What follows belongs to an exercise in optimizing a design on an open flow for small area, a short achievable clock period and few clock cycles per item; a production flow would make more cautious choices. Where RTL was checked, it was by simulation tests only, not by an equivalence proof against the original. Power and IR drop assume default switching activity.

==> inputs of xenon <==
Design rect_edge_conditional_median_unit, start of the top module:
module rect_edge_conditional_median_unit (
  input  wire logic                              clk,
  input  wire logic                              rst,
  input  wire logic                              push,
  input  wire logic                              mode,
  input  wire logic [recm_pkg::PIX_W-1:0]        pixel_in,
  output logic                                   full,
  output logic                                   empty,
  input  wire logic                              pop,
  output logic [recm_pkg::PIX_W-1:0]             pixel_out,
  output logic                                   frame_last,
  input  wire logic                              cfg_write,
  input  wire logic [recm_pkg::CFG_IDX_W-1:0]    cfg_index,
  input  wire logic [recm_pkg::PIX_W-1:0]        cfg_data
);
  localparam int D = recm_pkg::OQ_DEPTH;
  logic [5:0] cfg_left;
  logic [5:0] cfg_top;
  logic [6:0] cfg_width;
  logic [6:0] cfg_height;
  logic [7:0] cfg_mean;
  always_ff @(posedge clk) begin
    if (rst) begin
      cfg_left   <= '0;
      cfg_top    <= '0;
      cfg_width  <= '0;
      cfg_height <= '0;
      cfg_mean   <= '0;
    end else if (cfg_write) begin
      case (cfg_index)
        3'd0: cfg_left   <= cfg_data[5:0];
        3'd1: cfg_top    <= cfg_data[5:0];
        3'd2: cfg_width  <= cfg_data[6:0];
        3'd3: cfg_height <= cfg_data[6:0];
        3'd4: cfg_mean   <= cfg_data;
        default: begin
        end
      endcase
    end
  end
  logic       full_r;
  logic       acc_r;
  logic       mode_r;
  logic [7:0] pix_r;
  always_ff @(posedge clk) begin
    acc_r  <= push && !full_r && !rst;
    mode_r <= mode;
    pix_r  <= pixel_in;
  end
  logic [12:0] apos;
  logic        hres;       
  logic [11:0] qpos;       
  logic        adv;
  logic        rb;
  assign adv = acc_r && (mode_r == apos[12]);
  assign rb  = adv && hres;
  always_ff @(posedge clk) begin
    if (rst) begin
      apos <= '0;
      hres <= 1'b0;
      qpos <= '0;
    end else begin
      if (adv) begin
        if (apos == 13'(recm_pkg::ADV_LAST)) begin
          apos <= '0;
          hres <= 1'b0;
        end else begin
          apos <= apos + 13'd1;
          if (apos == 13'(recm_pkg::LAG - 1)) begin
  ...
Settings: LEC_CHECK=0, CAP_MARGIN=20, CORE_MARGIN=2, CORE_UTILIZATION=40, SLEW_MARGIN=20; clock period 4.5 ns.
run.sh (not shown) runs the stock make flow with config.mk's settings and CLKGATE_MAP_FILE= SYNTH_SCRIPT=/design/flow/synth_recipe.tcl, a recipe that flattens the netlist after the stock synthesis.
==> inputs of amber, as changes to xenon <==
--- a/flow/design.v
+++ b/flow/design.v
@@ -8,24 +8,43 @@
   localparam int CORNER_W     = 6;
   localparam int LEN_W        = 7;
   localparam int CFG_IDX_W    = 3;
   localparam int OQ_DEPTH     = 7;
   typedef logic [PIX_W-1:0] pix_t;
 endpackage
 `default_nettype wire
 `default_nettype none
+function automatic logic recm_gt(input logic [7:0] a, input logic [7:0] b);
+  logic [7:0] g;
+  logic [7:0] e;
+  logic [3:0] g2;
+  logic [3:0] e2;
+  logic [1:0] g4;
+  logic [1:0] e4;
+  g = a & ~b;
+  e = ~(a ^ b);
+  for (int i = 0; i < 4; i++) begin
+    g2[i] = g[2*i+1] | (e[2*i+1] & g[2*i]);
+    e2[i] = e[2*i+1] & e[2*i];
+  end
+  for (int i = 0; i < 2; i++) begin
+    g4[i] = g2[2*i+1] | (e2[2*i+1] & g2[2*i]);
+    e4[i] = e2[2*i+1] & e2[2*i];
+  end
+  recm_gt = g4[1] | (e4[1] & g4[0]);
+endfunction
 module recm_pair (
   input  wire logic [7:0] a,
   input  wire logic [7:0] b,
   output logic [7:0]      lo,
   output logic [7:0]      hi
 );
   always_comb begin
-    if (a > b) begin
+    if (recm_gt(a, b)) begin
       lo = b;
       hi = a;
     end else begin
       lo = a;
       hi = b;
     end
   end
 endmodule
@@ -34,49 +53,49 @@
   input  wire logic [7:0] phi,
   input  wire logic [7:0] m,
   output logic [7:0]      lo,
   output logic [7:0]      mid,
   output logic [7:0]      hi
 );
   logic below;
   logic above;
-  assign below = m < plo;
-  assign above = m > phi;
+  assign below = recm_gt(plo, m);
+  assign above = recm_gt(m, phi);
   assign lo  = below ? m : plo;
   assign hi  = above ? m : phi;
   assign mid = below ? plo : (above ? phi : m);
 endmodule
 module recm_med3 (
   input  wire logic [7:0] a,
   input  wire logic [7:0] b,
   input  wire logic [7:0] c,
   output logic [7:0]      y
 );
   logic ab;
   logic ac;
   logic bc;
-  assign ab = a > b;
-  assign ac = a > c;
-  assign bc = b > c;
+  assign ab = recm_gt(a, b);
+  assign ac = recm_gt(a, c);
+  assign bc = recm_gt(b, c);
   always_comb begin
     if (ab == ac) begin
       y = (ab == bc) ? b : c;
     end else begin
       y = a;
     end
   end
 endmodule
 module recm_clamp (
   input  wire logic [7:0] x,
   input  wire logic [7:0] lo,
   input  wire logic [7:0] hi,
   output logic [7:0]      y
 );
-  assign y = (x < lo) ? lo : ((x > hi) ? hi : x);
+  assign y = recm_gt(lo, x) ? lo : (recm_gt(x, hi) ? hi : x);
 endmodule
 `default_nettype wire
 `default_nettype none
 module rect_edge_conditional_median_unit (
   input  wire logic                              clk,
   input  wire logic                              rst,
   input  wire logic                              push,
   input  wire logic                              mode,
@@ -237,29 +256,29 @@
   logic [7:0] p2_a0, p2_h0, p2_A, p2_C, p2_s, p2_t, p2_c;
   logic       p2_filt;
   recm_col3 u_col1 (.plo(p1_c1lo), .phi(p1_c1hi), .m(p1_m1), .lo(a1), .mid(m1), .hi(h1));
   recm_col3 u_col2 (.plo(p1_c2lo), .phi(p1_c2hi), .m(p1_m2), .lo(a2), .mid(m2), .hi(h2));
   recm_pair u_pm   (.a(m1), .b(m2), .lo(s_lo), .hi(s_hi));
   always_ff @(posedge clk) begin
     p2_a0   <= p1_c0lo;
     p2_h0   <= p1_c0hi;
-    p2_A    <= (a1 > a2) ? a1 : a2;
-    p2_C    <= (h1 < h2) ? h1 : h2;
+    p2_A    <= recm_gt(a1, a2) ? a1 : a2;
+    p2_C    <= recm_gt(h2, h1) ? h1 : h2;
     p2_s    <= s_lo;
     p2_t    <= s_hi;
     p2_c    <= p1_m1;
-    p2_filt <= p1_band && (p1_m1 > cfg_mean);
+    p2_filt <= p1_band && recm_gt(p1_m1, cfg_mean);
   end
   logic [7:0] x1, y1, x2, y2, a4, a5;
   logic [7:0] p3_lo, p3_hi;
   recm_clamp u_x1 (.x(p2_a0), .lo(p2_s), .hi(p2_t), .y(x1));
   recm_clamp u_y2 (.x(p2_h0), .lo(p2_s), .hi(p2_t), .y(y2));
-  assign y1 = (p2_h0 < p2_C) ? p2_h0 : p2_C;
-  assign x2 = (p2_a0 > p2_A) ? p2_a0 : p2_A;
+  assign y1 = recm_gt(p2_C, p2_h0) ? p2_h0 : p2_C;
+  assign x2 = recm_gt(p2_a0, p2_A) ? p2_a0 : p2_A;
   recm_med3 u_a4 (.a(p2_A), .b(x1), .c(y1), .y(a4));
   recm_med3 u_a5 (.a(x2), .b(y2), .c(p2_C), .y(a5));
   always_ff @(posedge clk) begin
     p3_lo <= p2_filt ? a4 : p2_c;
     p3_hi <= p2_filt ? a5 : p2_c;
   end
   recm_clamp u_res (.x(F[0]), .lo(p3_lo), .hi(p3_hi), .y(res));
   always_ff @(posedge clk) begin
Settings changed: ABC_CLOCK_PERIOD_IN_PS set to 2000, SETUP_SLACK_MARGIN set to 2.3.
==> run notes <==
- Critical path depth: xenon is lower than amber (1).
- In clock power, amber and xenon hardly differ.
- Between amber and xenon, the lower synthesized area is in amber (gap 1.0%, measured against xenon).
- Register-to-register slack: xenon is worse than amber (0.39 ns).
- Between xenon and amber, the lower clock skew is in amber (gap 0.023 ns).
- Sequential cell count is the same in amber and xenon.
- In xenon the power is lower than in amber, by about 5%.
- Against xenon, the utilization of amber is higher by 3.5 points.
==> figures <==
                                                                             xenon           amber
Lkg Pwr                                                                    19.3 nW         20.6 nW
Number of distinct library cells after synthesis                                94              79
Final cell count without fillers                                              4774            4884
Routed wire per std cell                                                   17.5 um         18.6 um
Sequential logic power                                                    0.0136 W        0.0137 W
Final area over synthesized area                                            1.149x          1.242x
Run status                                                          finished clean  finished clean
Sequential cell area share                                                   65.9%           61.8%
Pre-CTS setup slack                                                     0.00392 ns        0.265 ns
Total number of vias                                                         23539           24413
Last weighted congestion value of the routability-driven placer              0.890           0.884
GRT Util Overall                                                             13.8%           14.6%
Clock latency of the later-clocked register in the worst-skew pair         0.76 ns         0.74 ns
Floorplan die width                                                         349 um          348 um
Warnings from Yosys                                                              7               9
Initial Utilization                                                          40.4%           40.2%
Wire length of the first global-routing pass                             131000 um       138000 um
Testbench counts of xenon, summed over its fixed seeds: cycles 33,312, items 32,768.
No functional check of the RTL was part of amber.

[what the ideal ports hide]
The flow's constraints put no driver on any port. The routed layouts listed below were extracted and timed again, unchanged, in two steps.
Step 1 (the two cells are an assumption about what drives the block):
set clk [get_ports {clk}]
set_driving_cell -lib_cell sky130_fd_sc_hd__clkbuf_16 $clk
set_driving_cell -lib_cell sky130_fd_sc_hd__buf_2 [delete_from_list [all_inputs] $clk]
Step 2 moves the port delays by t, midway between the first and last clock arrival at a register: inputs arrive t later, outputs are due t later. That takes back most of the time a late clock gives input paths.
Slacks: ideal ports / drivers / drivers and shift; pairs: ideal ports / drivers.
| run | t (ns) | setup WS [ns] | worst setup path after step 2 | worst slew at a driven data input, ns |
|---|---|---|---|---|
| xenon | 0.795 | 0.286 / 0.286 / 0.286 | register to register | 0.06 |
| amber | 0.776 | 0.675 / 0.675 / 0.675 | register to register | 0.09 |
After both steps every run listed still meets setup and hold.
